From an optimization exercise on the open Yosys and OpenROAD flow, aimed at small area and a short achievable clock period; shortcuts taken in it are not production practice.
Where RTL was checked, it was by simulation tests only, not by an equivalence proof against the original.
For runs 6 and 7, only the layout was checked, not whether the RTL still works.
Power and IR drop assume default switching activity. The flow treats the clock pin as an ideal source, which a real chip does not have.

[flow/flow/run.sh]
#!/bin/bash
DU="sky130_fd_sc_hd__probe_p_8 sky130_fd_sc_hd__probec_p_8 sky130_fd_sc_hd__lpflow_bleeder_1"
DU="$DU sky130_fd_sc_hd__lpflow_clkbufkapwr_1 sky130_fd_sc_hd__lpflow_clkbufkapwr_16 sky130_fd_sc_hd__lpflow_clkbufkapwr_2"
DU="$DU sky130_fd_sc_hd__lpflow_clkbufkapwr_4 sky130_fd_sc_hd__lpflow_clkbufkapwr_8"
DU="$DU sky130_fd_sc_hd__lpflow_clkinvkapwr_1 sky130_fd_sc_hd__lpflow_clkinvkapwr_16 sky130_fd_sc_hd__lpflow_clkinvkapwr_2"
DU="$DU sky130_fd_sc_hd__lpflow_clkinvkapwr_4 sky130_fd_sc_hd__lpflow_clkinvkapwr_8"
DU="$DU sky130_fd_sc_hd__lpflow_decapkapwr_12 sky130_fd_sc_hd__lpflow_decapkapwr_3 sky130_fd_sc_hd__lpflow_decapkapwr_4"
DU="$DU sky130_fd_sc_hd__lpflow_decapkapwr_6 sky130_fd_sc_hd__lpflow_decapkapwr_8"
DU="$DU sky130_fd_sc_hd__lpflow_inputiso0n_1 sky130_fd_sc_hd__lpflow_inputiso0p_1 sky130_fd_sc_hd__lpflow_inputiso1n_1"
DU="$DU sky130_fd_sc_hd__lpflow_inputiso1p_1 sky130_fd_sc_hd__lpflow_inputisolatch_1"
DU="$DU sky130_fd_sc_hd__lpflow_isobufsrc_1 sky130_fd_sc_hd__lpflow_isobufsrc_16 sky130_fd_sc_hd__lpflow_isobufsrc_2"
DU="$DU sky130_fd_sc_hd__lpflow_isobufsrc_4 sky130_fd_sc_hd__lpflow_isobufsrc_8 sky130_fd_sc_hd__lpflow_isobufsrckapwr_16"
DU="$DU sky130_fd_sc_hd__lpflow_lsbuf_lh_hl_isowell_tap_1 sky130_fd_sc_hd__lpflow_lsbuf_lh_hl_isowell_tap_2"
DU="$DU sky130_fd_sc_hd__lpflow_lsbuf_lh_hl_isowell_tap_4 sky130_fd_sc_hd__lpflow_lsbuf_lh_isowell_4"
DU="$DU sky130_fd_sc_hd__lpflow_lsbuf_lh_isowell_tap_1 sky130_fd_sc_hd__lpflow_lsbuf_lh_isowell_tap_2"
DU="$DU sky130_fd_sc_hd__lpflow_lsbuf_lh_isowell_tap_4"
DU="$DU sky130_fd_sc_hd__clkdlybuf4s15_1 sky130_fd_sc_hd__clkdlybuf4s15_2 sky130_fd_sc_hd__clkdlybuf4s18_1"
DU="$DU sky130_fd_sc_hd__clkdlybuf4s18_2 sky130_fd_sc_hd__clkdlybuf4s25_1 sky130_fd_sc_hd__clkdlybuf4s25_2"
DU="$DU sky130_fd_sc_hd__clkdlybuf4s50_1 sky130_fd_sc_hd__clkdlybuf4s50_2 sky130_fd_sc_hd__dlygate4sd1_1"
DU="$DU sky130_fd_sc_hd__dlygate4sd2_1 sky130_fd_sc_hd__dlygate4sd3_1 sky130_fd_sc_hd__dlymetal6s2s_1"
DU="$DU sky130_fd_sc_hd__dlymetal6s4s_1 sky130_fd_sc_hd__dlymetal6s6s_1"
CTS="-sink_clustering_enable -repair_clock_nets -dont_use_dummy_load"
CTS="$CTS -sink_clustering_size 24 -sink_clustering_max_diameter 80"
bash standard.sh "DONT_USE_CELLS=$DU" "CTS_ARGS=$CTS" MATCH_CELL_FOOTPRINT=0 finish > standard.log 2>&1
[flow/standard.sh]
#!/bin/bash
# synth_recipe.tcl (not shown) runs the flow's synth.tcl, then flattens the netlist and writes it again
# the make line also repeats each setting of config.mk as NAME=value (left out here)
make -C /OpenROAD-flow-scripts/flow DESIGN_CONFIG=/design/flow/config.mk WORK_HOME=/design/flow/orfs CLKGATE_MAP_FILE= SYNTH_SCRIPT=/design/flow/synth_recipe.tcl "${@:-finish}"
[flow/config.mk]
export PLATFORM = sky130hd
export DESIGN_NAME = rc4_cipher_buffer
export DESIGN_NICKNAME = rc4_cipher_buffer
export VERILOG_FILES = /design/flow/design.v
export SDC_FILE = /design/flow/constraint.sdc
export NUM_CORES = 4
export LEC_CHECK = 0
export ABC_AREA = 1
export CAP_MARGIN = 20
export CORE_MARGIN = 2
export CORE_UTILIZATION = 70
export PLACE_DENSITY = 0.72
export SETUP_SLACK_MARGIN = 2.2
export SLEW_MARGIN = 20
[flow/constraint.sdc]
create_clock -name core_clock -period 4.2 [get_ports {clk}]
set_input_delay 0.8400 -clock core_clock [delete_from_list [all_inputs] [get_ports {clk}]]
set_output_delay 0.8400 -clock core_clock [all_outputs]
set_load 0.01 [all_outputs]
[flow/design.v]
module rc4_cipher_buffer #(
   parameter  int DATA_W = 8,
   parameter  int DEPTH  = 256,
   localparam int ADDR_W = $clog2(DEPTH)
) (
   input  logic              clk,
   input  logic              rst,
   input  logic              flush,
   input  logic              wr_valid,
   input  logic [DATA_W-1:0] wr_data,
   input  logic              rd_start,
   input  logic              rd_ready,
   output logic              rd_valid,
   output logic [DATA_W-1:0] rd_data,
   output logic              rd_last,
   output logic [ADDR_W:0]   frame_len,
   output logic              busy,
   output logic              overflow,
   output logic              wr_drop,
   output logic [1:0]        o_dbg_state
);
   localparam int OFF_W = 2;
   localparam int COL_W = (ADDR_W - OFF_W) / 2;
   localparam int ROW_W = ADDR_W - OFF_W - COL_W;
   localparam int NOFF  = 1 << OFF_W;
   localparam int NCOL  = 1 << COL_W;
   localparam int NROW  = 1 << ROW_W;
   localparam logic [1:0] S_IDLE    = 2'd0;
   localparam logic [1:0] S_CAPTURE = 2'd1;
   localparam logic [1:0] S_HOLD    = 2'd2;
   localparam logic [1:0] S_REPLAY  = 2'd3;
   localparam logic [ADDR_W:0] DEPTH_L = (ADDR_W+1)'(DEPTH);
   logic [DEPTH*DATA_W-1:0] r_ring;
   logic [1:0]        r_state;
   logic [ADDR_W:0]   r_count;
   logic [ADDR_W:0]   r_frame_len;
   logic              r_overflow;
   logic              r_wr_drop;
   logic [ADDR_W-1:0] r_phase;
   logic [NOFF-1:0]   r_q_off;
   logic [NCOL-1:0]   r_q_col;
   logic [NROW-1:0]   r_q_row;
   logic [DATA_W-1:0] r_tap_dly [NOFF];   
   logic              r_prime;      
   logic [ADDR_W-1:0] r_rem;        
   logic              r_rem_zero;   
   logic              r_rd_valid;
   logic              r_rd_last;
   logic [DATA_W-1:0] r_rd_data;
   logic              w_cap_start;
   logic              w_wr_en;
   logic              w_rep_start;
   logic              w_fetch;
   logic              w_fetch_last;
   logic              w_xfer_last;
   logic [ADDR_W-1:0] w_phase_nxt;
   logic [DATA_W-1:0] w_tap_word;
   logic [DATA_W-1:0] w_rd_word;
   assign w_cap_start  = ((r_state == S_IDLE) || (r_state == S_HOLD)) & wr_valid;
   assign w_wr_en      = w_cap_start | ((r_state == S_CAPTURE) & wr_valid & (r_count < DEPTH_L));
   assign w_rep_start  = (r_state == S_HOLD) & ~wr_valid & rd_start;
   assign w_xfer_last  = r_rd_valid & rd_ready & r_rd_last;
   assign w_fetch      = (r_state == S_REPLAY) & ~r_prime &
                         (~r_rd_valid | (rd_ready & ~r_rd_last));
   assign w_fetch_last = w_fetch & r_rem_zero;
   always_ff @(posedge clk) begin
      r_ring <= {r_ring[(DEPTH-1)*DATA_W-1:0],
                 w_wr_en ? wr_data : r_ring[DEPTH*DATA_W-1 -: DATA_W]};
   end
   assign w_phase_nxt = w_cap_start ? '0 : r_phase + 1'b1;
   always_ff @(posedge clk) begin
      r_phase <= w_phase_nxt;
   end
   logic              w_q_load;
   logic              w_q_hold;
   logic              w_q_adv;
   logic              w_col_adv;
   logic              w_row_adv;
   assign w_q_load  = w_cap_start | w_fetch_last;
   assign w_q_hold  = ~w_q_load & w_fetch;
   assign w_q_adv   = ~w_q_load & ~w_fetch;
   assign w_col_adv = w_q_adv & r_q_off[NOFF-1];
   assign w_row_adv = w_col_adv & r_q_col[NCOL-1];
   logic [NOFF-1:0]   w_q_off_nxt;
   logic [NCOL-1:0]   w_q_col_nxt;
   logic [NROW-1:0]   w_q_row_nxt;
   always_comb begin
      for (int i = 0; i < NOFF; i++)
         w_q_off_nxt[i] = (w_q_load & (w_phase_nxt[OFF_W-1:0] == i)) |
                          (~w_q_adv & ~w_q_load & r_q_off[i]) |
                          (w_q_adv & r_q_off[(i+NOFF-1)%NOFF]);
      for (int i = 0; i < NCOL; i++)
         w_q_col_nxt[i] = (w_q_load & (w_phase_nxt[OFF_W+COL_W-1:OFF_W] == i)) |
                          (~w_col_adv & ~w_q_load & r_q_col[i]) |
                          (w_col_adv & r_q_col[(i+NCOL-1)%NCOL]);
      for (int i = 0; i < NROW; i++)
         w_q_row_nxt[i] = (w_q_load & (w_phase_nxt[ADDR_W-1:OFF_W+COL_W] == i)) |
                          (~w_row_adv & ~w_q_load & r_q_row[i]) |
                          (w_row_adv & r_q_row[(i+NROW-1)%NROW]);
   end
   always_ff @(posedge clk) begin
      r_q_off  <= w_q_off_nxt;
      r_q_col  <= w_q_col_nxt;
      r_q_row  <= w_q_row_nxt;
   end
   always_comb begin
      w_tap_word  = '0;
      for (int r = 0; r < NROW; r++) begin
         logic [DATA_W-1:0] row_word;
         row_word = '0;
         for (int c = 0; c < NCOL; c++)
            row_word = row_word |
                       (r_ring[((r*NCOL+c)*NOFF)*DATA_W +: DATA_W] & {DATA_W{r_q_col[c]}});
         w_tap_word  = w_tap_word  | (row_word & {DATA_W{r_q_row[r]}});
      end
   end
   always_ff @(posedge clk) begin
      r_tap_dly[1] <= w_tap_word;
      for (int i = 2; i < NOFF; i++) r_tap_dly[i] <= r_tap_dly[i-1];
   end
   always_comb begin
      w_rd_word = w_tap_word & {DATA_W{r_q_off[0]}};
      for (int i = 1; i < NOFF; i++)
         w_rd_word = w_rd_word | (r_tap_dly[i] & {DATA_W{r_q_off[i]}});
   end
   always_ff @(posedge clk) begin
      if (!rst)         r_rd_data <= '0;
      else if (w_fetch) r_rd_data <= w_rd_word;
   end
   always_ff @(posedge clk) begin
      if (w_rep_start) begin
         r_rem      <= ADDR_W'(r_frame_len - 1'b1);
         r_rem_zero <= (r_frame_len == (ADDR_W+1)'(1));
      end else if (w_fetch) begin
         r_rem      <= r_rem - 1'b1;
         r_rem_zero <= (r_rem == ADDR_W'(1));
      end
   end
   always_ff @(posedge clk) begin
      if (!rst || flush) begin
         r_state     <= S_IDLE;
         r_count     <= '0;
         r_frame_len <= '0;
         r_overflow  <= 1'b0;
         r_wr_drop   <= 1'b0;
         r_prime     <= 1'b0;
         r_rd_valid  <= 1'b0;
         r_rd_last   <= 1'b0;
      end else begin
         r_prime <= w_rep_start;
         if (w_cap_start) begin
            r_state     <= S_CAPTURE;
            r_count     <= (ADDR_W+1)'(1);
            r_frame_len <= '0;
            r_overflow  <= 1'b0;
            r_wr_drop   <= 1'b0;
         end else if (w_rep_start) begin
            r_state <= S_REPLAY;
         end
         if (r_state == S_CAPTURE) begin
            if (wr_valid) begin
               if (r_count < DEPTH_L) r_count <= r_count + 1'b1;
               else                   r_overflow <= 1'b1;
            end else begin
               r_frame_len <= r_count;
               r_state     <= S_HOLD;
            end
         end
         if (r_state == S_REPLAY) begin
            if (wr_valid) r_wr_drop <= 1'b1;
            if (w_xfer_last) begin
               r_state    <= S_HOLD;
               r_rd_valid <= 1'b0;
               r_rd_last  <= 1'b0;
            end else if (w_fetch) begin
               r_rd_valid <= 1'b1;
               r_rd_last  <= r_rem_zero;
            end
         end
      end
   end
   assign rd_valid    = r_rd_valid;
   assign rd_data     = r_rd_data;
   assign rd_last     = r_rd_last;
   assign frame_len   = r_frame_len;
   assign overflow    = r_overflow;
   assign wr_drop     = r_wr_drop;
   assign busy        = r_state[0];
   assign o_dbg_state = r_state;
endmodule
==> results of run 1 <==
==> routing by layer <==
layer | GRT usage [%] | routed length (um) | up-vias
li1 | - | - | 11490
met1 | 34.41 | 41110 | 11180
met2 | 37.92 | 39010 | 421
met3 | 3.304 | 3188 | 128
met4 | 7.427 | 2135 | 0
met5 | 0 | 0 | -
==> sequential cells by signal (all words and copies together) (netlist names), 2 cells and up <==
signal,cells
r_rd_data,8
r_frame_len,9
r_q_row,8
r_state,2
r_q_col,8
r_tap_dly,24
r_count,9
r_ring,2048
r_phase,8
r_q_off,4
r_rem,8
==> timing repair <==
item / in CTS / in global routing
endpoints found under the setup margin: 60 / 76
gates resized for setup: 90 / 37
pin swaps: 0 / 1
buffers inserted: 42 / 14
hold buffers: 0 / 0
==> cell families after synthesis <==
family                     after synthesis  share of synthesized area, %
buffers and inverters                  132                         1.130
xor gates and xnor gates                 8                        0.1422
muxes                                    1                       0.02032
AOI/OAI and AO/OA                       87                         1.079
adders and majority gates                6                        0.1524
DFF                                   2142                         87.23
and+or+nand+nor                       1306                         10.25
==> metrics by stage <==
stage,setup slack (ns),instances,power (mW)
after floorplan,2.203,3682,21.34
after global placement,1.529,4607,21.53
after detailed placement,1.494,4607,21.55
after CTS,2.152,4748,31.15
after global routing,2.182,4762,31.93
final,2.215,4762,31.00
==> cell type report <==
class                           count  area, um2  share of cell area [%]
Sequential cell                  2142      43050                   80.42
Multi-Input combinational cell   1408       5803                   10.84
Clock buffer                       99       2477                   4.628
Tap cell                          940       1176                   2.197
Timing Repair Buffer              117      807.0                   1.508
Inverter                           56      219.0                  0.4091
==> worst min-delay path by stage <==
stage          cells after the start            to         start  slack [ns]
4_1_cts                            0  r_ring[1620]  r_ring[1612]        0.29
3_3_place_gp                       0  r_ring[1541]  r_ring[1533]        0.31
6_report                           0  r_ring[1620]  r_ring[1612]        0.28
2_1_floorplan                      0  r_ring[1008]  r_ring[1000]        0.31
5_1_grt                            0  r_ring[1700]  r_ring[1692]        0.29
3_5_place_dp                       0  r_ring[1350]  r_ring[1342]        0.31
==> cells in the final DEF (no fill, tap or decap), types with 3 or more instances in the layout <==
master	synthesis	routed
dfxtp_1	2133	2102
nand2_1	1044	1039
nor2_1	183	175
clkbuf_16	0	99
nand3_1	59	58
inv_1	48	48
buf_1	5	46
a21oi_1	30	30
o21ai_0	28	27
buf_6	0	25
dfxtp_2	0	17
clkbuf_2	1	16
buf_2	41	14
dfxtp_4	0	14
nand2_2	5	9
edfxtp_1	9	9
nor2_2	2	8
a22o_1	8	8
a211oi_1	8	8
xor2_1	6	6
ha_1	6	6
buf_4	2	6
buf_8	0	6
inv_2	7	5
nand4_1	4	4
nor2_4	1	3
nor3_1	3	3
buf_12	0	3
==> power groups by stage <==
stage | registers [mW] | clock network, mW | logic [mW]
2_1_floorplan | 21.1 | 0 | 0.216
3_3_place_gp | 21.3 | 0 | 0.250
3_5_place_dp | 21.3 | 0 | 0.258
4_1_cts | 20.7 | 10.0 | 0.423
5_1_grt | 20.8 | 10.7 | 0.458
6_report | 20.7 | 9.84 | 0.429
==> results.py, run 1 <==
metrics = {
    "critical_path": {
        "rr_endpoint": "r_rd_data[6]",
        "path_buf_inv": 1,
        "critPathCaptureType": "output pin",
        "crit_fanout": 2,
        "critPathSlowestCell": "dfxtp_4",
        "cp-start-kind": "flip-flop",
        "critPathRequiredTime_ns": 3.36,
        "path_depth": 1,
        "critPathKind": "flip-flop to output pin",
        "rrSetupSlack_ns": 2.26,
        "arrival_ns": 1.15,
        "path_cells": "buf_6",
        "crit_path_end": "overflow",
        "crit_start": "r_overflow",
        "cp_slowest_stage_delay_ns": 0.38,
        "reg2reg_from": "r_q_col[3]",
        "critPathTopFamily": "flip-flops",
        "reg2regPathDepth": 11,
    },
    "detailed_routing": {
        "first_pass_iters": 8,
        "wl_um": 85440,
        "ant_nets": 0,
        "drc": 0,
        "drt-initial-drc-count": 1654,
        "avgViaCountPerCell": 4.876,
        "wl_per_cell_um": 17.94,
        "dr_total_vias": 23220,
    },
    "final_layout": {
        "final_core_util_pct": 76.57,
        "syn2layout_area_growth_pct": 8.653,
        "drive_gt1_share_pct": 6.201,
        "final_area_um2": 53530,
        "fill_cells": 4281,
        "n_antenna_cell": 0,
        "final_nets": 3844,
    },
    "power": {
        "swShare_pct": 19.65,
        "power.density_nw_per_um2": 579.2,
        "p_clk_share_pct": 31.7,
        "p_int_mw": 24.91,
        "peakVddDrop_mv": 0.4452,
        "total_leakage_power_nw": 22.85,
        "p_seq_share_pct": 66.9,
        "p_switching_mw": 6.091,
        "comb_power_share_pct": 1.4,
    },
    "die": {
        "row_count": 97,
        "pin_count": 38,
        "core_area_um2": 69910,
        "die_y_um": 269.3,
        "die_area_um2": 72520,
        "die_w_um": 269.3,
        "start_util_pct": 70.47,
    },
    "placement": {
        "dp_hpwl_um": 45410,
        "placed_cell_area_um2": 50420,
        "place.gp.congestion": 0.8416,
        "port_buffers": 37,
    },
    "timing": {
        "finalCriticalPeriod_ns": 1.985,
        "period_share_pct": 47.27,
        "setup-violations-final": 0,
        "fin_setup_tns_ns": 0,
        "worst_pin_slew_ns": 0.9293,
        "rsz0062_at_grt": "true",
        "report.final.slew_viol_count": 0,
        "hold_violations": 0,
        "fmax_mhz": 503.7,
        "fin_skew_ns": 0.04720,
        "max_slew_margin_pct": 37.96,
        "hold_ws_ns": 0.2809,
    },
    "clocking": {
        "h-tree-depth": 3,
        "cts_root_buf": "clkbuf_16",
        "clk_pin_slew_ns": 0.10,
        "insertion_delay_ns": 0.68,
        "clock_sinks": 2142,
        "cts_tree": "built",
        "clockBufferDepth": 3,
        "cts_inserted_buffers": 99,
    },
    "logic_synthesis": {
        "syn_nets": 3702,
        "yosys-top-cells-count": "dfxtp_1 (2133), nand2_1 (1044), nor2_1 (183), nand3_1 (59), inv_1 (48)",
        "ys_types": 41,
        "synthArstFlopShare_pct": 0,
        "ys_ff_latch": 2142,
        "synthFlopType": "dfxtp_1",
        "synthCells": 3682,
        "syn_area_per_cell_um2": 13.38,
        "syn_area_um2": 49260,
        "yosysTopAreaCellShare_pct": 86.68,
        "synth_edf_count": 9,
        "yosysSeqAreaShare_pct": 87.23,
        "yosysWarnings": 2,
        "synth.area.top_cells": "dfxtp_1 (87%), nand2_1 (8.0%), nor2_1 (1.4%), nand3_1 (0.60%), edfxtp_1 (0.55%)",
        "synth_most_common_cell": "dfxtp_1",
        "synth_top_area_cell": "dfxtp_1",
    },
    "run_status": {
        "status": "complete, no violations",
    },
    "grt": {
        "antenna_found_initial": 1,
        "overflow": 0,
        "grt_util_all_layers_pct": 23.84,
        "grt_pass1_vias": 23590,
        "grt_max_degree": 27,
        "grt_pass1_wl_um": 133700,
    },
    "min_path": {
        "hold_class": "flip-flop to flip-flop",
    },
    "flow_run": {
        "maxCapViolCount": 0,
    },
}
==> inputs of run 2 (changes only) <==
--- a/flow/config.mk
+++ b/flow/config.mk
@@ -8,7 +8,6 @@
 export ABC_AREA = 1
 export CAP_MARGIN = 20
 export CORE_MARGIN = 2
-export CORE_UTILIZATION = 70
-export PLACE_DENSITY = 0.72
+export CORE_UTILIZATION = 72
 export SETUP_SLACK_MARGIN = 2.2
 export SLEW_MARGIN = 20
==> run 2 against run 1 <==
  * Still clean on timing, DRC and antenna
  * Routed wire length is 2.1% higher
  * Die area shrank 2.7%
  * Core utilization grew 2.6 points
  * Clock skew rose by 0.0093 ns
  * Largest cell class unchanged
==> results.py, run 2 <==
metrics = {
    "run_status": {
        "status": "complete, no violations",
    },
    "timing": {
        "fin_setup_tns_ns": 0,
        "worst_pin_slew_ns": 0.8578,
        "rsz0062_at_grt": "true",
        "finalCriticalPeriod_ns": 1.969,
        "fmax_mhz": 507.9,
        "hold_violations": 0,
        "setup-violations-final": 0,
        "fin_skew_ns": 0.05652,
        "period_share_pct": 46.88,
        "setup_ws_ns": 2.231,
        "max_slew_margin_pct": 42.74,
        "report.final.slew_viol_count": 0,
        "hold_ws_ns": 0.3024,
    },
    "logic_synthesis": {
        "synth_edf_count": 9,
        "synthCells": 3682,
        "ys_ff_latch": 2142,
        "yosysWarnings": 2,
        "synth_most_common_cell": "dfxtp_1",
        "syn_area_um2": 49260,
        "syn_nets": 3702,
        "yosysSeqAreaShare_pct": 87.23,
        "synthArstFlopShare_pct": 0,
        "synth.area.top_cells": "dfxtp_1 (87%), nand2_1 (8.0%), nor2_1 (1.4%), nand3_1 (0.60%), edfxtp_1 (0.55%)",
        "yosysTopAreaCellShare_pct": 86.68,
        "ys_types": 41,
        "yosys-top-cells-count": "dfxtp_1 (2133), nand2_1 (1044), nor2_1 (183), nand3_1 (59), inv_1 (48)",
        "synthFlopType": "dfxtp_1",
        "synth_top_area_cell": "dfxtp_1",
        "syn_area_per_cell_um2": 13.38,
    },
    "clocking": {
        "postCtsHoldBufs": 0,
        "cts_root_buf": "clkbuf_16",
        "cts_inserted_buffers": 99,
        "insertion_delay_ns": 0.66,
        "clockBufferDepth": 3,
        "cts_tree": "built",
        "clk_pin_slew_ns": 0.09,
        "h-tree-depth": 3,
        "clock_sinks": 2142,
    },
    "final_layout": {
        "reg_top3": "r_ring: 2048 flops, r_tap_dly: 24 flops",
        "final_area_um2": 53450,
        "final_core_util_pct": 79.17,
        "instances_no_fill": 4690,
        "fill_cells": 3863,
        "n_antenna_cell": 0,
        "final_cell_mix": "dfxtp_1 (2104), nand2_1 (1040), nor2_1 (171)",
        "drive_gt1_share_pct": 6.261,
        "final_nets": 3839,
        "multi_input_area_um2": 5813,
        "mostFrequentLayoutCell": "dfxtp_1",
        "max_flop_register": "r_ring",
        "regArea_um2": 43040,
        "syn2layout_area_growth_pct": 8.495,
        "largest_register_ffs": 2048,
    },
    "power": {
        "power.density_nw_per_um2": 580.6,
        "p_switching_mw": 6.126,
        "peakVddDrop_mv": 0.4254,
        "swShare_pct": 19.74,
        "p_int_mw": 24.91,
        "p_clk_share_pct": 31.8,
        "comb_power_share_pct": 1.3,
        "total_power_mw": 31.03,
        "p_seq_share_pct": 66.8,
        "total_leakage_power_nw": 22.87,
    },
    "die": {
        "start_util_pct": 72.97,
        "row_count": 95,
        "die_y_um": 265.6,
        "pin_count": 38,
        "core_area_um2": 67510,
        "die_area_um2": 70530,
        "die_w_um": 265.6,
    },
    "placement": {
        "dp_hpwl_um": 47140,
        "port_buffers": 37,
        "place.gp.congestion": 0.8037,
        "placed_cell_area_um2": 50360,
        "pre_cts_slack_ns": 1.433,
        "dp_cells": 4538,
    },
    "critical_path": {
        "path_buf_inv": 1,
        "critPathSlowestCell": "dfxtp_1",
        "path_cells": "clkbuf_2",
        "cp_slowest_stage_delay_ns": 0.35,
        "critPathKind": "flip-flop to output pin",
        "critPathRequiredTime_ns": 3.36,
        "critPathTopFamily": "flip-flops",
        "critPathCaptureType": "output pin",
        "arrival_ns": 1.13,
        "crit_fanout": 2,
        "cp-start-kind": "flip-flop",
    },
    "grt": {
        "grt_pass1_wl_um": 136000,
        "overflow": 0,
        "grt_pass1_vias": 24160,
        "grt_util_all_layers_pct": 25.18,
        "grt_max_degree": 35,
        "antenna_found_initial": 3,
    },
    "detailed_routing": {
        "avgViaCountPerCell": 4.945,
        "drt-initial-drc-count": 1447,
        "drc": 0,
        "wl_met3_um": 2844,
        "ant_nets": 0,
        "wl_met2_um": 40070,
        "wl_um": 87280,
        "dr_total_vias": 23190,
        "wl_met1_um": 41330,
        "first_pass_iters": 7,
        "wl_per_cell_um": 18.61,
        "highest_layer": "met4",
    },
    "min_path": {
        "hold_class": "flip-flop to flip-flop",
    },
    "flow_run": {
        "maxCapViolCount": 0,
    },
}
==> run 2: cell counts after synthesis <==
Identical to the previous run, type by type.
==> run 2: final timing paths <==
path	from	end	slack (ns)	depth (start not counted)
worst min register to register	r_ring[670]	r_ring[678]	0.30	0
worst max-delay path	r_rd_data[7]	rd_data[7]	2.23	1
worst min-delay path	r_ring[670]	r_ring[678]	0.30	0
worst max register to register	r_q_col[3]	r_rd_data[7]	2.26	11
==> run 2: cell type report <==
type	count	share of cell area [%]
inverters	56	0.4003
well taps	873	2.044
repair buffers	112	1.522
clock buffers	99	4.635
multi-input cells	1408	10.88
flip-flops and latches	2142	80.52
==> run 2: worst reg2reg max path: cells and delay by family, from the launching register on <==
family	cells	cell delay (ns)
flops	1	0.44
compound gates	1	0.06
buf+inv	1	0.26
simple gates	9	1.08
==> run 2: cell families after synthesis <==
kind of cell               Yosys count  share of synthesized area, %
buffers and inverters              132                         1.130
DFF                               2142                         87.23
and+or+nand+nor                   1306                         10.25
AOI/OAI and AO/OA                   87                         1.079
muxes                                1                       0.02032
adders and majority gates            6                        0.1524
xor gates and xnor gates             8                        0.1422
==> run 2: power groups by stage <==
stage          Sequential, mW  Clock (mW)  Combinational [mW]
2_1_floorplan            21.1           0               0.216
3_3_place_gp             21.2           0               0.294
3_5_place_dp             21.3           0               0.299
4_1_cts                  20.7        9.99               0.393
5_1_grt                  20.8        10.7               0.441
6_report                 20.7        9.88               0.413
==> run 2: what timing repair did <==
action	4_1_cts	5_1_grt
pin swaps	0	2
endpoints found under the setup margin	59	62
resized for setup	74	41
buffers inserted	40	12
gates cloned	1	0
==> run 2: routing by layer <==
metal  track usage, %  vias up
li1                 -    11480
met2            40.84      403
met4            8.731        0
met1            35.55    11150
met3            3.157      155
met5                0        -
==> inputs of run 3 (changes only) <==
--- a/flow/config.mk
+++ b/flow/config.mk
@@ -8,6 +8,6 @@
 export ABC_AREA = 1
 export CAP_MARGIN = 20
 export CORE_MARGIN = 2
-export CORE_UTILIZATION = 72
-export SETUP_SLACK_MARGIN = 2.2
+export CORE_UTILIZATION = 70
+export SETUP_SLACK_MARGIN = 2.0
 export SLEW_MARGIN = 20
==> run 3 against run 2 <==
  * Register-to-register slack worse by 0.16 ns
  * Synthesized cell count unchanged
  * Die area rose by 2.8%
  * Via count shrank 1.8%
  * Count of clock-buffer cells in the layout did not move
  * Maximum frequency down 6.4%
  * Non-clock buffer count fell by 39
  * Critical path type unchanged
  * Critical endpoint is now busy
  * Highest routed layer unchanged
==> results.py, run 3 <==
metrics = {
    "final_layout": {
        "final_core_util_pct": 75.89,
        "reg_top3": "r_ring: 2048 flops, r_tap_dly: 24 flops",
        "n_antenna_cell": 0,
        "final_cell_mix": "dfxtp_1 (2125), nand2_1 (1044), nor2_1 (179)",
        "drive_gt1_share_pct": 4.367,
        "largest_register_ffs": 2048,
        "final_area_um2": 53050,
        "final_nets": 3800,
        "fill_cells": 4369,
        "syn2layout_area_growth_pct": 7.688,
        "max_flop_register": "r_ring",
        "mostFrequentLayoutCell": "dfxtp_1",
    },
    "grt": {
        "grt_pass1_wl_um": 134000,
        "antenna_found_initial": 1,
        "grt_pass1_vias": 23390,
        "grt_max_degree": 28,
        "overflow": 0,
        "grt_util_all_layers_pct": 24.10,
    },
    "power": {
        "p_switching_mw": 6.069,
        "comb_power_share_pct": 1.2,
        "power.density_nw_per_um2": 583.4,
        "swShare_pct": 19.61,
        "p_int_mw": 24.88,
        "total_leakage_power_nw": 22.60,
        "peakVddDrop_mv": 0.4530,
        "p_seq_share_pct": 67.1,
        "p_clk_share_pct": 31.7,
    },
    "logic_synthesis": {
        "synth_most_common_cell": "dfxtp_1",
        "synthArstFlopShare_pct": 0,
        "yosys-top-cells-count": "dfxtp_1 (2133), nand2_1 (1044), nor2_1 (183), nand3_1 (59), inv_1 (48)",
        "synth_top_area_cell": "dfxtp_1",
        "synth.area.top_cells": "dfxtp_1 (87%), nand2_1 (8.0%), nor2_1 (1.4%), nand3_1 (0.60%), edfxtp_1 (0.55%)",
        "ys_ff_latch": 2142,
        "yosysSeqAreaShare_pct": 87.23,
        "syn_area_um2": 49260,
        "synth_edf_count": 9,
        "synthCells": 3682,
        "syn_area_per_cell_um2": 13.38,
        "syn_nets": 3702,
        "synthFlopType": "dfxtp_1",
        "yosysTopAreaCellShare_pct": 86.68,
        "yosysWarnings": 2,
        "ys_types": 41,
    },
    "detailed_routing": {
        "first_pass_iters": 5,
        "drt-initial-drc-count": 1362,
        "wl_per_cell_um": 18.35,
        "dr_total_vias": 22770,
        "drc": 0,
        "ant_nets": 0,
        "avgViaCountPerCell": 4.826,
        "wl_um": 86580,
    },
    "timing": {
        "worst_pin_slew_ns": 0.9574,
        "report.final.slew_viol_count": 0,
        "finalCriticalPeriod_ns": 2.102,
        "fin_setup_tns_ns": 0,
        "fmax_mhz": 475.6,
        "hold_violations": 0,
        "period_share_pct": 50.06,
        "rsz0062_at_grt": "true",
        "fin_skew_ns": 0.06201,
        "max_slew_margin_pct": 36.09,
        "setup-violations-final": 0,
    },
    "run_status": {
        "status": "complete, no violations",
    },
    "die": {
        "start_util_pct": 70.47,
        "die_w_um": 269.3,
        "die_y_um": 269.3,
        "core_area_um2": 69910,
        "pin_count": 38,
        "die_area_um2": 72520,
        "row_count": 97,
    },
    "placement": {
        "dp_hpwl_um": 46330,
        "place.gp.congestion": 0.8244,
        "port_buffers": 37,
        "placed_cell_area_um2": 50380,
    },
    "clocking": {
        "insertion_delay_ns": 0.68,
        "clk_pin_slew_ns": 0.09,
        "cts_inserted_buffers": 99,
        "postCtsHoldBufs": 0,
        "clock_sinks": 2142,
        "h-tree-depth": 3,
        "clockBufferDepth": 3,
        "cts_root_buf": "clkbuf_16",
        "cts_tree": "built",
    },
    "critical_path": {
        "path_buf_inv": 1,
        "arrival_ns": 1.26,
        "critPathSlowestCell": "dfxtp_1",
        "cp_slowest_stage_delay_ns": 0.46,
        "path_cells": "buf_1",
        "critPathRequiredTime_ns": 3.36,
        "critPathKind": "flip-flop to output pin",
        "cp-start-kind": "flip-flop",
        "crit_fanout": 6,
        "critPathCaptureType": "output pin",
        "critPathTopFamily": "flip-flops",
    },
    "min_path": {
        "hold_class": "flip-flop to flip-flop",
    },
    "flow_run": {
        "maxCapViolCount": 0,
    },
}
## run 3: final timing paths
path | from | end | depth (start not counted) | slack (ns)
worst max-delay path | r_state[0] | busy | 1 | 2.10
worst min-delay path | r_ring[1978] | r_ring[1986] | 0 | 0.29
worst max register to register | r_q_col[1] | r_rd_data[4] | 11 | 2.10
worst min register to register | r_ring[1978] | r_ring[1986] | 0 | 0.29
## run 3: what timing repair did
| item | in CTS | in global routing |
|---|---|---|
| cloned | 0 | 0 |
| gates resized for setup | 20 | 16 |
| setup endpoints to repair | 18 | 18 |
| buffers inserted | 15 | 2 |
## run 3: final cells by class
| type | instances | area, um2 | share of cell area [%] |
|---|---|---|---|
| repair buffers | 73 | 421.7 | 0.7948 |
| well taps | 940 | 1176 | 2.217 |
| flip-flops and latches | 2142 | 43000 | 81.05 |
| clock buffers | 99 | 2477 | 4.670 |
| inverters | 56 | 216.5 | 0.4080 |
| multi-input cells | 1408 | 5759 | 10.86 |
## run 3: per-stage QoR
step | worst slack (ns) | instances | hold slack (ns) | total power [mW]
6_report | 2.098 | 4718 | 0.2908 | 30.95
5_1_grt | 1.995 | 4718 | 0.2933 | 31.85
4_1_cts | 2.035 | 4716 | 0.2919 | 31.10
3_5_place_dp | 1.403 | 4602 | 0.3121 | 21.54
3_3_place_gp | 1.525 | 4602 | 0.3096 | 21.53
2_1_floorplan | 2.140 | 3682 | 0.3096 | 21.34
## run 3: layer usage
| layer | vias up | share of wire, % | GRT usage [%] |
|---|---|---|---|
| met5 | - | 0 | 0 |
| met2 | 356 | 45 | 38.11 |
| met3 | 141 | 3.3 | 3.348 |
| met1 | 10870 | 48 | 34.68 |
| li1 | 11400 | - | - |
| met4 | 0 | 3.3 | 8.216 |
## run 3: logic make-up (layout without fill, tap and decap cells)
family	after synthesis	after routing	share of synthesized area, %
adders and majority gates	6	6	0.1524
muxes	1	1	0.02032
AOI/OAI and AO/OA	87	87	1.079
xor gates and xnor gates	8	8	0.1422
and+or+nand+nor	1306	1306	10.25
buffers and inverters	132	228	1.130
DFF	2142	2142	87.23
## run 3: power by group through the flow
stage / clock, mW / combinational (mW) / sequential (mW)
floorplan: 0 / 0.215 / 21.1
global placement: 0 / 0.249 / 21.3
detailed placement: 0 / 0.254 / 21.3
CTS: 9.97 / 0.364 / 20.8
global route: 10.7 / 0.396 / 20.8
finish: 9.83 / 0.370 / 20.8
==> inputs of run 4 (changes only) <==
--- a/flow/config.mk
+++ b/flow/config.mk
@@ -9,5 +9,5 @@
 export CAP_MARGIN = 20
 export CORE_MARGIN = 2
 export CORE_UTILIZATION = 70
-export SETUP_SLACK_MARGIN = 2.0
+export SETUP_SLACK_MARGIN = 2.4
 export SLEW_MARGIN = 20
==> run 4 against run 3 <==
  * Critical path depth is the same
  * Global-route usage shrank 0.10 points
  * Synthesized cell count is the same
  * Maximum frequency grew 7.2%
  * Combinational power grew about 30%
  * Hold slack gained 0.0030 ns
  * Highest routed layer unchanged
==> results.py, run 4 <==
metrics = {
    "run_status": {
        "status": "complete, no violations",
    },
    "timing": {
        "fmax_mhz": 510.0,
        "report.final.slew_viol_count": 0,
        "rsz0062_at_grt": "true",
        "period_share_pct": 46.68,
        "finalCriticalPeriod_ns": 1.961,
        "fin_skew_ns": 0.05449,
        "fin_setup_tns_ns": 0,
        "hold_violations": 0,
        "setup-violations-final": 0,
        "max_slew_margin_pct": 44.55,
        "worst_pin_slew_ns": 0.8306,
    },
    "logic_synthesis": {
        "synth_top_area_cell": "dfxtp_1",
        "yosysTopAreaCellShare_pct": 86.68,
        "synth_edf_count": 9,
        "yosysSeqAreaShare_pct": 87.23,
        "syn_area_per_cell_um2": 13.38,
        "synth_compound_area_share_pct": 1.079,
        "synth_top_family_by_area": "simple AND/OR/NAND/NOR gates",
        "synthArstFlopShare_pct": 0,
        "ys_types": 41,
        "synthCells": 3682,
        "synthFlopType": "dfxtp_1",
        "yosys.area_share.adder_pct": 0.1524,
        "synth.area.top_cells": "dfxtp_1 (87%), nand2_1 (8.0%), nor2_1 (1.4%), nand3_1 (0.60%), edfxtp_1 (0.55%)",
        "synth_most_common_cell": "dfxtp_1",
        "syn_nets": 3702,
        "yosysWarnings": 2,
        "syn_area_um2": 49260,
        "synthMuxAreaShare_pct": 0.02032,
        "ys_ff_latch": 2142,
        "synth-simple-area-share_pct": 10.25,
        "synthXorXnorAreaFrac_pct": 0.1422,
        "yosys-top-cells-count": "dfxtp_1 (2133), nand2_1 (1044), nor2_1 (183), nand3_1 (59), inv_1 (48)",
    },
    "critical_path": {
        "critPathSlowestCell": "dfxtp_4",
        "path_cells": "buf_6",
        "critPathKind": "flip-flop to output pin",
        "cp-start-kind": "flip-flop",
        "cp_slowest_stage_delay_ns": 0.37,
        "critPathRequiredTime_ns": 3.36,
        "path_buf_inv": 1,
        "crit_fanout": 3,
        "critPathCaptureType": "output pin",
        "arrival_ns": 1.12,
        "critPathTopFamily": "flip-flops",
    },
    "clocking": {
        "clockBufferDepth": 3,
        "h-tree-depth": 3,
        "insertion_delay_ns": 0.68,
        "postCtsHoldBufs": 0,
        "cts_tree": "built",
        "clk_pin_slew_ns": 0.10,
        "clock_sinks": 2142,
        "cts_root_buf": "clkbuf_16",
        "cts_inserted_buffers": 99,
    },
    "die": {
        "die_area_um2": 72520,
        "die_y_um": 269.3,
        "start_util_pct": 70.47,
        "pin_count": 38,
        "core_area_um2": 69910,
        "row_count": 97,
        "die_w_um": 269.3,
    },
    "power": {
        "swShare_pct": 19.66,
        "p_int_mw": 24.94,
        "peakVddDrop_mv": 0.5045,
        "p_seq_share_pct": 66.8,
        "power.density_nw_per_um2": 573.0,
        "comb_power_share_pct": 1.5,
        "total_leakage_power_nw": 23.06,
        "total_power_mw": 31.04,
        "p_switching_mw": 6.102,
        "p_clk_share_pct": 31.7,
    },
    "placement": {
        "dp_hpwl_um": 46830,
        "port_buffers": 37,
        "place.gp.congestion": 0.8097,
    },
    "final_layout": {
        "final_nets": 3859,
        "syn2layout_area_growth_pct": 9.963,
        "final_cell_mix": "dfxtp_1 (2100), nand2_1 (1009), nor2_1 (150)",
        "reg_top3": "r_ring: 2048 flops, r_tap_dly: 24 flops",
        "largest_register_ffs": 2048,
        "drive_gt1_share_pct": 8.418,
        "max_flop_register": "r_ring",
        "mostFrequentLayoutCell": "dfxtp_1",
        "n_antenna_cell": 0,
    },
    "flow_run": {
        "maxCapViolCount": 0,
    },
    "grt": {
        "antenna_found_initial": 1,
        "grt_pass1_vias": 23780,
        "grt_util_all_layers_pct": 24.00,
        "grt_pass1_wl_um": 135000,
        "grt_max_degree": 30,
        "overflow": 0,
    },
    "detailed_routing": {
        "first_pass_iters": 6,
        "ant_nets": 0,
        "drc": 0,
        "wl_um": 86150,
        "avgViaCountPerCell": 4.831,
        "wl_per_cell_um": 18.04,
        "drt-initial-drc-count": 1193,
        "dr_total_vias": 23080,
    },
    "min_path": {
        "hold_class": "flip-flop to flip-flop",
    },
}
run 4: cell counts after synthesis:
No cell type changed its count.
run 4: routing by layer:
metal | wire length, um | GRT usage, % | vias up
met5 | 0 | 0 | -
met4 | 1963 | 6.433 | 0
met3 | 2845 | 3.179 | 128
met2 | 39590 | 38.57 | 323
met1 | 41760 | 34.84 | 11100
li1 | - | - | 11530
run 4: cell families (layout without fill, tap and decap cells):
kind of cell	count (synthesis)	after routing
flops	2142	2142
simple gates	1306	1306
buf+inv	132	287
compound gates	87	87
xor+xnor	8	8
fa+ha+maj	6	6
mux	1	1
run 4: power by group through the flow:
stage,logic [mW],clock network (mW),registers [mW]
finish,0.480,9.83,20.7
global route,0.508,10.7,20.8
CTS,0.443,9.98,20.7
detailed placement,0.271,0,21.3
global placement,0.266,0,21.3
floorplan,0.217,0,21.1
run 4: area by class of cell:
type,count,area [um2]
flip-flops and latches,2142,43050
fillers,4216,15730
multi-input cells,1408,6108
clock buffers,99,2477
well taps,940,1176
repair buffers,132,1124
inverters,56,242.7
run 4: path summary, 6_finish.rpt:
| check | from | endpoint | slack [ns] | depth (start not counted) |
|---|---|---|---|---|
| max | r_state[0] | busy | 2.24 | 1 |
| min | r_ring[54] | r_ring[62] | 0.29 | 0 |
| max reg2reg | r_q_col[3] | r_rd_data[5] | 2.45 | 12 |
| min reg2reg | r_ring[54] | r_ring[62] | 0.29 | 0 |
run 4: per-stage QoR:
step | instance area [um2] | worst slack, ns | hold WS (ns) | instances | utilization [%]
5_1_grt | 54170 | 2.201 | 0.2979 | 4777 | 77.49
2_1_floorplan | 49330 | 2.395 | 0.3096 | 3682 | -
4_1_cts | 53750 | 2.209 | 0.2971 | 4756 | 76.88
6_report | 54170 | 2.239 | 0.2938 | 4777 | 77.49
3_3_place_gp | 50500 | 1.409 | 0.3096 | 4604 | 72.23
3_5_place_dp | 50500 | 1.369 | 0.3121 | 4604 | 72.23
run 4: repair_timing:
| action | in CTS | in global routing |
|---|---|---|
| pin swaps | 8 | 28 |
| setup buffers | 52 | 19 |
| resized for setup | 174 | 93 |
| cloned | 1 | 2 |
| endpoints found under the setup margin | 86 | 73 |
| hold endpoints to repair | 0 | 0 |
==> inputs of run 5 (changes only) <==
--- a/flow/flow/run.sh
+++ b/flow/flow/run.sh
@@ -20,5 +20,5 @@
 DU="$DU sky130_fd_sc_hd__dlygate4sd2_1 sky130_fd_sc_hd__dlygate4sd3_1 sky130_fd_sc_hd__dlymetal6s2s_1"
 DU="$DU sky130_fd_sc_hd__dlymetal6s4s_1 sky130_fd_sc_hd__dlymetal6s6s_1"
 CTS="-sink_clustering_enable -repair_clock_nets -dont_use_dummy_load"
-CTS="$CTS -sink_clustering_size 24 -sink_clustering_max_diameter 80"
+CTS="$CTS -sink_clustering_size 32 -sink_clustering_max_diameter 60"
 bash standard.sh "DONT_USE_CELLS=$DU" "CTS_ARGS=$CTS" MATCH_CELL_FOOTPRINT=0 finish > standard.log 2>&1
--- a/flow/config.mk
+++ b/flow/config.mk
@@ -9,5 +9,5 @@
 export CAP_MARGIN = 20
 export CORE_MARGIN = 2
 export CORE_UTILIZATION = 70
-export SETUP_SLACK_MARGIN = 2.4
+export SETUP_SLACK_MARGIN = 2.2
 export SLEW_MARGIN = 20
==> run 5 against run 4 <==
  * Still clean
  * Synthesized cell count did not move
  * Via count down 0.96%
  * Design area fell by 1.9%
  * Total power fell by 2.3%
  * Clock power shrank 6.7%
  * Core utilization is 1.5 points lower
  * Maximum frequency grew 0.57%
  * Setup slack gained 0.011 ns
  * Largest cell class unchanged
==> results.py, run 5 <==
metrics = {
    "clocking": {
        "cts_root_buf": "clkbuf_16",
        "clock_sinks": 2142,
        "h-tree-depth": 3,
        "cts_tree": "built",
        "clockBufferDepth": 3,
        "insertion_delay_ns": 0.65,
        "clk_pin_slew_ns": 0.10,
        "cts_inserted_buffers": 85,
    },
    "flow_run": {
        "maxCapViolCount": 0,
    },
    "logic_synthesis": {
        "yosysWarnings": 2,
        "synth_most_common_cell": "dfxtp_1",
        "synthFlopType": "dfxtp_1",
        "yosysSeqAreaShare_pct": 87.23,
        "syn_area_per_cell_um2": 13.38,
        "synth_edf_count": 9,
        "ys_types": 41,
        "syn_area_um2": 49260,
        "synth_top_area_cell": "dfxtp_1",
        "synthCells": 3682,
        "yosysTopAreaCellShare_pct": 86.68,
        "yosys-top-cells-count": "dfxtp_1 (2133), nand2_1 (1044), nor2_1 (183), nand3_1 (59), inv_1 (48)",
        "synthArstFlopShare_pct": 0,
        "synth.area.top_cells": "dfxtp_1 (87%), nand2_1 (8.0%), nor2_1 (1.4%), nand3_1 (0.60%), edfxtp_1 (0.55%)",
        "syn_nets": 3702,
        "ys_ff_latch": 2142,
    },
    "critical_path": {
        "arrival_ns": 1.11,
        "path_buf_inv": 1,
        "rrSetupSlack_ns": 2.27,
        "reg2regPathDepth": 11,
        "critPathCaptureType": "output pin",
        "reg2reg_from": "r_q_col[5]",
        "rr_endpoint": "r_rd_data[5]",
        "critPathRequiredTime_ns": 3.36,
        "critPathTopFamily": "flip-flops",
        "crit_path_end": "rd_data[4]",
        "crit_start": "r_rd_data[4]",
        "crit_fanout": 2,
        "critPathSlowestCell": "dfxtp_2",
        "cp_slowest_stage_delay_ns": 0.35,
        "path_cells": "clkbuf_2",
        "critPathKind": "flip-flop to output pin",
        "path_depth": 1,
        "cp-start-kind": "flip-flop",
    },
    "run_status": {
        "status": "complete, no violations",
    },
    "final_layout": {
        "syn2layout_area_growth_pct": 7.845,
        "final_area_um2": 53130,
        "final_core_util_pct": 76.00,
        "max_flop_register": "r_ring",
        "fill_cells": 4372,
        "largest_register_ffs": 2048,
        "mostFrequentLayoutCell": "dfxtp_1",
        "final_cell_mix": "dfxtp_1 (2104), nand2_1 (1040), nor2_1 (178)",
        "final_nets": 3820,
        "reg_top3": "r_ring: 2048 flops, r_tap_dly: 24 flops",
        "drive_gt1_share_pct": 5.766,
    },
    "power": {
        "peakVddDrop_mv": 0.5126,
        "p_switching_mw": 5.972,
        "p_seq_share_pct": 68.4,
        "comb_power_share_pct": 1.4,
        "p_clk_share_pct": 30.2,
        "total_power_mw": 30.33,
        "power.density_nw_per_um2": 570.9,
        "p_int_mw": 24.36,
        "total_leakage_power_nw": 22.67,
        "swShare_pct": 19.69,
    },
    "timing": {
        "max_slew_margin_pct": 29.71,
        "fmax_mhz": 513.0,
        "report.final.slew_viol_count": 0,
        "fin_setup_tns_ns": 0,
        "setup-violations-final": 0,
        "fin_skew_ns": 0.05517,
        "hold_violations": 0,
        "worst_pin_slew_ns": 1.053,
        "rsz0062_at_grt": "true",
        "period_share_pct": 46.42,
        "finalCriticalPeriod_ns": 1.950,
    },
    "detailed_routing": {
        "drt-initial-drc-count": 1393,
        "ant_nets": 0,
        "drc": 0,
        "avgViaCountPerCell": 4.821,
        "wl_um": 84320,
        "first_pass_iters": 5,
        "wl_per_cell_um": 17.79,
        "dr_total_vias": 22860,
    },
    "die": {
        "pin_count": 38,
        "die_y_um": 269.3,
        "core_area_um2": 69910,
        "die_w_um": 269.3,
        "die_area_um2": 72520,
        "row_count": 97,
        "start_util_pct": 70.47,
    },
    "placement": {
        "port_buffers": 37,
        "place.gp.congestion": 0.8038,
        "placed_cell_area_um2": 50420,
        "dp_hpwl_um": 45090,
    },
    "grt": {
        "grt_util_all_layers_pct": 23.49,
        "antenna_found_initial": 0,
        "grt_pass1_vias": 23080,
        "grt_max_degree": 34,
        "overflow": 0,
        "grt_pass1_wl_um": 131300,
    },
    "min_path": {
        "hold_class": "flip-flop to flip-flop",
    },
}
## run 5: cell counts after synthesis
Identical to the previous run, type by type.
## run 5: worst min-delay path by stage
stage	slack [ns]	cells past startpoint	end	from
after floorplan	0.31	0	r_ring[1008]	r_ring[1000]
after global placement	0.31	0	r_ring[2001]	r_ring[1993]
after detailed placement	0.31	0	r_ring[1191]	r_ring[1183]
after CTS	0.28	0	r_ring[91]	r_ring[83]
after global routing	0.29	0	r_ring[91]	r_ring[83]
final	0.29	0	r_ring[1055]	r_ring[1047]
## run 5: cell type report
class                           count  area [um2]  share of cell area [%]
Multi-Input combinational cell   1408        5781                   10.88
Sequential cell                  2142       43040                   81.01
Tap cell                          940        1176                   2.214
Inverter                           56       214.0                  0.4027
Antenna cell                        3       7.507                 0.01413
Timing Repair Buffer              107       784.5                   1.477
Clock buffer                       85        2127                   4.003
## run 5: kinds of logic after synthesis
| kind of cell | synth area share [%] |
|---|---|
| AOI/OAI and AO/OA | 1.079 |
| xor gates and xnor gates | 0.1422 |
| adders and majority gates | 0.1524 |
| buffers and inverters | 1.130 |
| DFF | 87.23 |
| muxes | 0.02032 |
| and+or+nand+nor | 10.25 |
## run 5: worst reg2reg max path: cells and delay by family (launching register included)
kind | cells | cell delay (ns)
AOI/OAI and AO/OA | 1 | 0.07
buffers and inverters | 1 | 0.28
and+or+nand+nor | 9 | 1.09
DFF | 1 | 0.43
## run 5: metal layers
layer | GRT usage [%] | up-vias | share of wire, %
met4 | 7.061 | 0 | 2.8
met5 | 0 | - | 0
met1 | 34.05 | 10960 | 49
li1 | - | 11450 | -
met2 | 37.03 | 321 | 45
met3 | 3.651 | 121 | 3.3
## run 5: power groups by stage
| stage | registers [mW] | clock network, mW | logic (mW) |
|---|---|---|---|
| 3_5_place_dp | 21.3 | 0 | 0.273 |
| 2_1_floorplan | 21.1 | 0 | 0.216 |
| 5_1_grt | 20.8 | 9.97 | 0.453 |
| 6_report | 20.7 | 9.17 | 0.427 |
| 4_1_cts | 20.8 | 9.29 | 0.403 |
| 3_3_place_gp | 21.3 | 0 | 0.268 |
## run 5: timing repair
item                       in CTS  in global routing
setup buffers                  34                 18
setup endpoints to repair      70                 52
resized for setup              75                 25
hold buffers                    0                  0
pin swaps                       0                  2
## run 5: metrics by stage
step | instances | setup WS (ns) | hold WS (ns)
floorplan | 3682 | 2.203 | 0.3096
global placement | 4601 | 1.451 | 0.3098
detailed placement | 4601 | 1.429 | 0.3121
CTS | 4720 | 2.201 | 0.2830
global route | 4738 | 2.181 | 0.2911
finish | 4741 | 2.250 | 0.2898
==> inputs of run 6 (changes only) <==
--- a/flow/design.v
+++ b/flow/design.v
@@ -39,7 +39,10 @@
    logic [ADDR_W-1:0] r_phase;
    logic [NOFF-1:0]   r_q_off;
    logic [NCOL-1:0]   r_q_col;
+   logic [NCOL-1:0]   r_q_col_lo;
+   logic [NCOL-1:0]   r_q_col_hi;
    logic [NROW-1:0]   r_q_row;
+   logic [NROW-1:0]   r_q_rowl;     
    logic [DATA_W-1:0] r_tap_dly [NOFF];   
    logic              r_prime;      
    logic [ADDR_W-1:0] r_rem;        
@@ -101,17 +104,24 @@
    always_ff @(posedge clk) begin
       r_q_off  <= w_q_off_nxt;
       r_q_col  <= w_q_col_nxt;
+      r_q_col_lo <= w_q_col_nxt & {NCOL{|w_q_row_nxt[NROW/2-1:0]}};
+      r_q_col_hi <= w_q_col_nxt & {NCOL{|w_q_row_nxt[NROW-1:NROW/2]}};
       r_q_row  <= w_q_row_nxt;
-   end
+      r_q_rowl <= w_q_row_nxt & {NROW{w_q_off_nxt[0]}};
+   end
+   logic [DATA_W-1:0] w_live_word;
    always_comb begin
       w_tap_word  = '0;
+      w_live_word = '0;
       for (int r = 0; r < NROW; r++) begin
          logic [DATA_W-1:0] row_word;
          row_word = '0;
          for (int c = 0; c < NCOL; c++)
             row_word = row_word |
-                       (r_ring[((r*NCOL+c)*NOFF)*DATA_W +: DATA_W] & {DATA_W{r_q_col[c]}});
+                       (r_ring[((r*NCOL+c)*NOFF)*DATA_W +: DATA_W] &
+                        {DATA_W{(r < NROW/2) ? r_q_col_lo[c] : r_q_col_hi[c]}});
          w_tap_word  = w_tap_word  | (row_word & {DATA_W{r_q_row[r]}});
+         w_live_word = w_live_word | (row_word & {DATA_W{r_q_rowl[r]}});
       end
    end
    always_ff @(posedge clk) begin
@@ -119,7 +129,7 @@
       for (int i = 2; i < NOFF; i++) r_tap_dly[i] <= r_tap_dly[i-1];
    end
    always_comb begin
-      w_rd_word = w_tap_word & {DATA_W{r_q_off[0]}};
+      w_rd_word = w_live_word;
       for (int i = 1; i < NOFF; i++)
          w_rd_word = w_rd_word | (r_tap_dly[i] & {DATA_W{r_q_off[i]}});
    end
--- a/flow/flow/run.sh
+++ b/flow/flow/run.sh
@@ -20,5 +20,5 @@
 DU="$DU sky130_fd_sc_hd__dlygate4sd2_1 sky130_fd_sc_hd__dlygate4sd3_1 sky130_fd_sc_hd__dlymetal6s2s_1"
 DU="$DU sky130_fd_sc_hd__dlymetal6s4s_1 sky130_fd_sc_hd__dlymetal6s6s_1"
 CTS="-sink_clustering_enable -repair_clock_nets -dont_use_dummy_load"
-CTS="$CTS -sink_clustering_size 32 -sink_clustering_max_diameter 60"
+CTS="$CTS -sink_clustering_size 24 -sink_clustering_max_diameter 80"
 bash standard.sh "DONT_USE_CELLS=$DU" "CTS_ARGS=$CTS" MATCH_CELL_FOOTPRINT=0 finish > standard.log 2>&1
--- a/flow/config.mk
+++ b/flow/config.mk
@@ -5,9 +5,8 @@
 export SDC_FILE = /design/flow/constraint.sdc
 export NUM_CORES = 4
 export LEC_CHECK = 0
-export ABC_AREA = 1
 export CAP_MARGIN = 20
 export CORE_MARGIN = 2
 export CORE_UTILIZATION = 70
-export SETUP_SLACK_MARGIN = 2.2
+export SETUP_SLACK_MARGIN = 2.3
 export SLEW_MARGIN = 20
==> run 6 against run 5 <==
  * Still clean on timing, DRC and antenna
  * Hold slack better by 0.0032 ns
  * Non-clock buffer count up 123
  * Setup slack got worse by 0.16 ns
  * Critical path type is now flip-flop to flip-flop
==> results.py, run 6 <==
metrics = {
    "final_layout": {
        "syn2layout_area_growth_pct": 11.42,
        "final_nets": 3258,
        "final_area_um2": 54450,
        "max_flop_register": "r_ring",
        "largest_register_ffs": 2048,
        "reg_top3": "r_ring: 2048 flops, r_tap_dly: 24 flops",
        "n_antenna_cell": 0,
        "final_cell_mix": "dfxtp_1 (2109), a22oi_1 (282), clkbuf_16 (100)",
        "drive_gt1_share_pct": 11.99,
        "mostFrequentLayoutCell": "dfxtp_1",
    },
    "power": {
        "power.density_nw_per_um2": 574.2,
        "total_leakage_power_nw": 21.15,
        "peakVddDrop_mv": 0.4126,
    },
    "timing": {
        "rsz0062_at_grt": "true",
        "report.final.slew_viol_count": 0,
        "hold_ws_ns": 0.2930,
        "worst_pin_slew_ns": 0.6967,
        "setup-violations-final": 0,
        "hold_violations": 0,
        "fin_skew_ns": 0.06242,
        "finalCriticalPeriod_ns": 2.105,
        "fin_setup_tns_ns": 0,
        "max_slew_margin_pct": 53.55,
        "period_share_pct": 50.11,
        "fmax_mhz": 475.1,
    },
    "critical_path": {
        "crit_fanout": 8,
        "critPathRequiredTime_ns": 4.70,
        "arrival_ns": 2.61,
        "critPathTopFamily": "compound AO/OA/AOI/OAI gates",
        "critPathKind": "flip-flop to flip-flop",
        "critPathSlowestCell": "and4bb_4",
        "cp-start-kind": "flip-flop",
        "critPathCaptureType": "flip-flop",
        "path_cells": "ha_4 > buf_4 > nand3b_1 > o31a_1 > o22ai_1 > a221o_1 > and4bb_4 > a21oi_2",
        "path_buf_inv": 1,
        "cp_slowest_stage_delay_ns": 0.46,
    },
    "placement": {
        "placed_cell_area_um2": 49990,
        "dp_hpwl_um": 49770,
        "place.gp.congestion": 0.8339,
        "port_buffers": 37,
    },
    "die": {
        "die_w_um": 268.2,
        "core_area_um2": 68830,
        "row_count": 96,
        "die_y_um": 268.2,
        "pin_count": 38,
        "start_util_pct": 71.00,
        "die_area_um2": 71940,
    },
    "logic_synthesis": {
        "synthArstFlopShare_pct": 0,
        "synth_most_common_cell": "dfxtp_1",
        "yosysWarnings": 2,
        "synthCells": 2997,
        "syn_area_per_cell_um2": 16.31,
        "yosysTopAreaCellShare_pct": 88.36,
        "syn_area_um2": 48870,
        "ys_types": 69,
        "synthFlopType": "dfxtp_1",
        "yosysSeqAreaShare_pct": 88.91,
        "syn_nets": 3017,
        "synth.area.top_cells": "dfxtp_1 (88%), a22oi_1 (4.5%), nand4_1 (0.92%), clkbuf_1 (0.59%), edfxtp_1 (0.55%)",
        "ys_ff_latch": 2166,
        "yosys-top-cells-count": "dfxtp_1 (2157), a22oi_1 (291), clkbuf_1 (77), nand4_1 (72), nor2_1 (59)",
        "synth_edf_count": 9,
        "synth_top_area_cell": "dfxtp_1",
    },
    "grt": {
        "grt_util_all_layers_pct": 25.88,
        "antenna_found_initial": 2,
        "grt_max_degree": 32,
        "grt_pass1_vias": 22720,
        "overflow": 0,
        "grt_pass1_wl_um": 138100,
    },
    "clocking": {
        "postCtsHoldBufs": 0,
        "clock_sinks": 2166,
        "cts_inserted_buffers": 100,
        "cts_root_buf": "clkbuf_16",
        "clockBufferDepth": 3,
        "insertion_delay_ns": 0.68,
        "cts_tree": "built",
        "h-tree-depth": 3,
        "clk_pin_slew_ns": 0.09,
    },
    "detailed_routing": {
        "ant_nets": 0,
        "dr_total_vias": 22650,
        "avgViaCountPerCell": 5.436,
        "drt-initial-drc-count": 2204,
        "first_pass_iters": 9,
        "wl_um": 94220,
        "wl_per_cell_um": 22.61,
        "drc": 0,
    },
    "run_status": {
        "status": "complete, no violations",
    },
    "min_path": {
        "hold_class": "flip-flop to flip-flop",
    },
    "flow_run": {
        "maxCapViolCount": 0,
    },
}
run 6: timing repair:
item / CTS / global route
pin swaps: 41 / 31
buffers inserted: 111 / 61
endpoints found under the setup margin: 125 / 90
gates resized for setup: 249 / 89
run 6: layer usage:
layer	global-route usage (%)	routed length [um]	vias to the layer above
met4	8.319	2903	4
met5	0	23	-
li1	-	-	10560
met1	38.06	43850	11150
met3	4.453	5431	236
met2	39.57	42010	709
run 6: cell families after synthesis:
| kind of cell | share of synthesized area (%) |
|---|---|
| fa+ha+maj | 0.1536 |
| compound gates | 6.513 |
| simple gates | 2.768 |
| mux | 0.3687 |
| buf+inv | 0.9601 |
| xor+xnor | 0.3226 |
| flops | 88.91 |
run 6: report_power, final:
| group | switching (mW) | internal [mW] | leakage (nW) | total, mW |
|---|---|---|---|---|
| registers | 0.145 | 20.8 | 17.6 | 20.9 |
| logic | 0.224 | 0.130 | 2.32 | 0.354 |
| clock network | 5.71 | 4.25 | 1.23 | 9.96 |
run 6: worst paths after layout:
kind                             startpoint       endpoint  slack (ns)  cells past startpoint
worst min-delay path            r_ring[699]    r_ring[707]        0.29                      0
worst max-delay path             r_phase[1]  r_q_col_hi[6]        2.10                      8
worst max register to register   r_phase[1]  r_q_col_hi[6]        2.10                      8
worst min register to register  r_ring[699]    r_ring[707]        0.29                      0
run 6: through the flow:
step,power [mW],instances,utilization [%],worst slack [ns]
global placement,21.65,3895,72.63,1.178
floorplan,21.51,2997,-,1.865
detailed placement,21.66,3895,72.63,1.025
finish,31.27,4167,79.11,2.095
global route,32.15,4167,79.11,2.058
CTS,31.37,4106,78.04,2.198
run 6: cell type report:
type,instances,area (um2)
Timing Repair Buffer,230,1642
Fill cell,3820,14380
Tap cell,931,1165
Multi-Input combinational cell,715,5456
Clock buffer,100,2502
Inverter,25,93.84
Sequential cell,2166,43590
==> inputs of run 7 (changes only) <==
--- a/flow/config.mk
+++ b/flow/config.mk
@@ -8,5 +8,5 @@
 export CAP_MARGIN = 20
 export CORE_MARGIN = 2
 export CORE_UTILIZATION = 70
-export SETUP_SLACK_MARGIN = 2.3
+export SETUP_SLACK_MARGIN = 2.2
 export SLEW_MARGIN = 20
==> run 7 against run 6 <==
  * Maximum frequency is 1.0% higher
  * Sequential cell count stayed put
  * Total power is 0.29% lower
  * Setup slack better by 0.021 ns
  * Sequential power hardly changed
  * Sequential share of layout area is 1.6 points higher
  * Area after synthesis stayed put
  * Global-route usage is 1.4 points lower
  * Highest routed layer is now met4
  * Largest cell class unchanged
  * Count of clock-buffer cells in the layout stayed put
  * Critical path type is now flip-flop to output pin
  * Still clean
  * Clock power hardly changed
  * Critical endpoint is now busy
==> results.py, run 7 <==
metrics = {
    "logic_synthesis": {
        "synthFlopType": "dfxtp_1",
        "syn_area_um2": 48870,
        "synth.area.top_cells": "dfxtp_1 (88%), a22oi_1 (4.5%), nand4_1 (0.92%), clkbuf_1 (0.59%), edfxtp_1 (0.55%)",
        "yosysSeqAreaShare_pct": 88.91,
        "synthCells": 2997,
        "synth_top_area_cell": "dfxtp_1",
        "yosys-top-cells-count": "dfxtp_1 (2157), a22oi_1 (291), clkbuf_1 (77), nand4_1 (72), nor2_1 (59)",
        "yosysTopAreaCellShare_pct": 88.36,
        "synthArstFlopShare_pct": 0,
        "synth_most_common_cell": "dfxtp_1",
        "syn_area_per_cell_um2": 16.31,
        "ys_ff_latch": 2166,
        "synth_edf_count": 9,
        "ys_types": 69,
        "syn_nets": 3017,
        "yosysWarnings": 2,
    },
    "die": {
        "die_y_um": 268.2,
        "start_util_pct": 71.00,
        "core_area_um2": 68830,
        "die_area_um2": 71940,
        "die_w_um": 268.2,
        "row_count": 96,
        "pin_count": 38,
    },
    "detailed_routing": {
        "ant_nets": 0,
        "drt-initial-drc-count": 1881,
        "wl_per_cell_um": 22.08,
        "dr_total_vias": 21930,
        "wl_um": 89960,
        "first_pass_iters": 9,
        "drc": 0,
        "avgViaCountPerCell": 5.383,
    },
    "critical_path": {
        "arrival_ns": 1.24,
        "critPathRequiredTime_ns": 3.36,
        "critPathKind": "flip-flop to output pin",
        "cp-start-kind": "flip-flop",
        "critPathCaptureType": "output pin",
        "crit_fanout": 4,
    },
    "final_layout": {
        "final_nets": 3165,
        "instances_no_fill": 4074,
        "reg_top3": "r_ring: 2048 flops, r_tap_dly: 24 flops",
        "mostFrequentLayoutCell": "dfxtp_1",
        "syn2layout_area_growth_pct": 9.240,
        "drive_gt1_share_pct": 8.909,
        "n_antenna_cell": 0,
        "largest_register_ffs": 2048,
        "final_cell_mix": "dfxtp_1 (2112), a22oi_1 (291), clkbuf_16 (100)",
        "max_flop_register": "r_ring",
        "final_area_um2": 53390,
    },
    "timing": {
        "hold_ws_ns": 0.2870,
        "finalCriticalPeriod_ns": 2.083,
        "max_slew_margin_pct": 42.45,
        "report.final.slew_viol_count": 0,
        "setup-violations-final": 0,
        "worst_pin_slew_ns": 0.8585,
        "period_share_pct": 49.60,
        "fin_skew_ns": 0.05708,
        "hold_violations": 0,
        "fin_setup_tns_ns": 0,
        "rsz0062_at_grt": "true",
        "fmax_mhz": 480.0,
    },
    "grt": {
        "grt_pass1_wl_um": 132000,
        "overflow": 0,
        "antenna_found_initial": 0,
        "grt_util_all_layers_pct": 24.50,
        "grt_pass1_vias": 22010,
        "grt_max_degree": 31,
    },
    "clocking": {
        "cts_root_buf": "clkbuf_16",
        "postCtsHoldBufs": 0,
        "insertion_delay_ns": 0.67,
        "cts_tree": "built",
        "clk_pin_slew_ns": 0.09,
        "h-tree-depth": 3,
        "clockBufferDepth": 3,
        "cts_inserted_buffers": 100,
        "clock_sinks": 2166,
    },
    "placement": {
        "dp_hpwl_um": 49480,
        "dp_cells": 3895,
        "port_buffers": 37,
        "placed_cell_area_um2": 49980,
        "place.gp.congestion": 0.8392,
    },
    "power": {
        "peakVddDrop_mv": 0.4445,
        "total_leakage_power_nw": 20.70,
        "power.density_nw_per_um2": 584.0,
        "total_power_mw": 31.18,
    },
    "min_path": {
        "hold_class": "flip-flop to flip-flop",
    },
    "flow_run": {
        "maxCapViolCount": 0,
    },
    "run_status": {
        "status": "complete, no violations",
    },
}
run 7: cell counts after synthesis:
Identical to the previous run, type by type.
run 7: worst paths after layout:
kind / depth (start not counted) / endpoint / slack, ns / from
worst min-delay path: 0 / r_ring[1016] / 0.29 / r_ring[1008]
worst min register to register: 0 / r_ring[1016] / 0.29 / r_ring[1008]
worst max-delay path: 2 / busy / 2.12 / r_state[0]
worst max register to register: 6 / r_q_col_hi[7] / 2.17 / r_phase[1]
run 7: timing repair:
action                     in CTS  in global routing
hold endpoints to repair        0                  0
gates resized for setup       144                 46
setup buffers                  51                 28
setup endpoints to repair     105                 58
pin swaps                      16                 10
run 7: final cells by class:
type	count	area, um2
sequential	2166	43590
fill	3936	15440
multi-input combinational	715	5141
clock buffer	100	2502
tap	931	1165
timing repair buffer	137	892.1
inverter	25	93.84
run 7: logic make-up after synthesis:
kind of cell,synth area share [%]
AO/OA/AOI/OAI,6.513
AND/OR/NAND/NOR,2.768
buffers and inverters,0.9601
XOR/XNOR,0.3226
multiplexers,0.3687
flip-flops,88.91
adder cells (fa/ha/maj),0.1536
run 7: stage by stage:
| stage | util [%] | setup WS [ns] |
|---|---|---|
| floorplan | - | 1.865 |
| global placement | 72.61 | 1.227 |
| detailed placement | 72.62 | 1.146 |
| CTS | 77.13 | 2.141 |
| global route | 77.57 | 2.081 |
| finish | 77.57 | 2.117 |
run 7: worst max-delay path, stage by stage, from the launching register on:
cell and delay (ns):
dfxtp_4 0.37, buf_6 0.12, buf_4 0.13
run 7: report_power, final:
group / total [mW] / internal, mW / leakage [nW] / switching [mW]
sequential: 21.0 / 20.8 / 17.6 / 0.162
combinational: 0.269 / 0.101 / 1.88 / 0.169
clock: 9.94 / 4.25 / 1.23 / 5.69
run 7: metal layers:
metal | routed length [um] | global-route usage [%] | up-vias
li1 | - | - | 10350
met1 | 42410 | 35.48 | 10790
met2 | 40550 | 38.47 | 589
met3 | 4301 | 3.546 | 196
met4 | 2701 | 8.063 | 0
met5 | 0 | 0 | -

[re-timing with driven ports]
No port has a modelled driver above. Below, the same layouts with a new extraction and two added sets of constraints.
Step 1 (the two cells are an assumption about what drives the block):
set clk [get_ports {clk}]
set_driving_cell -lib_cell sky130_fd_sc_hd__clkbuf_16 $clk
set_driving_cell -lib_cell sky130_fd_sc_hd__buf_2 [delete_from_list [all_inputs] $clk]
Step 2 adds t to the input delays and takes it off the output delays; t is the mean of the earliest and latest rising clock arrival at the registers after step 1. Input paths then give back, and output paths get back, about the clock's delay inside the block.
Slacks: no drivers / after step 1 / after step 2; pairs: no drivers / after step 1.
| run | t (ns) | setup slack, ns | worst data-port slew with drivers (ns) |
|---|---|---|---|
| run 1 | 0.710 | 2.215 / 2.144 / 1.623 | 0.04 |
| run 2 | 0.704 | 2.231 / 2.165 / 1.683 | 0.04 |
| run 3 | 0.713 | 2.098 / 2.031 / 1.564 | 0.04 |
| run 4 | 0.714 | 2.239 / 2.174 / 1.848 | 0.04 |
| run 5 | 0.698 | 2.250 / 2.183 / 1.634 | 0.07 |
| run 6 | 0.717 | 2.095 / 2.095 / 1.466 | 0.04 |
| run 7 | 0.706 | 2.117 / 2.051 / 1.520 | 0.06 |
After both steps every run listed still meets setup and hold. The setup slack of run 6, which loses most, moves by 0.000 ns with the drivers and by -0.629 ns with both steps.
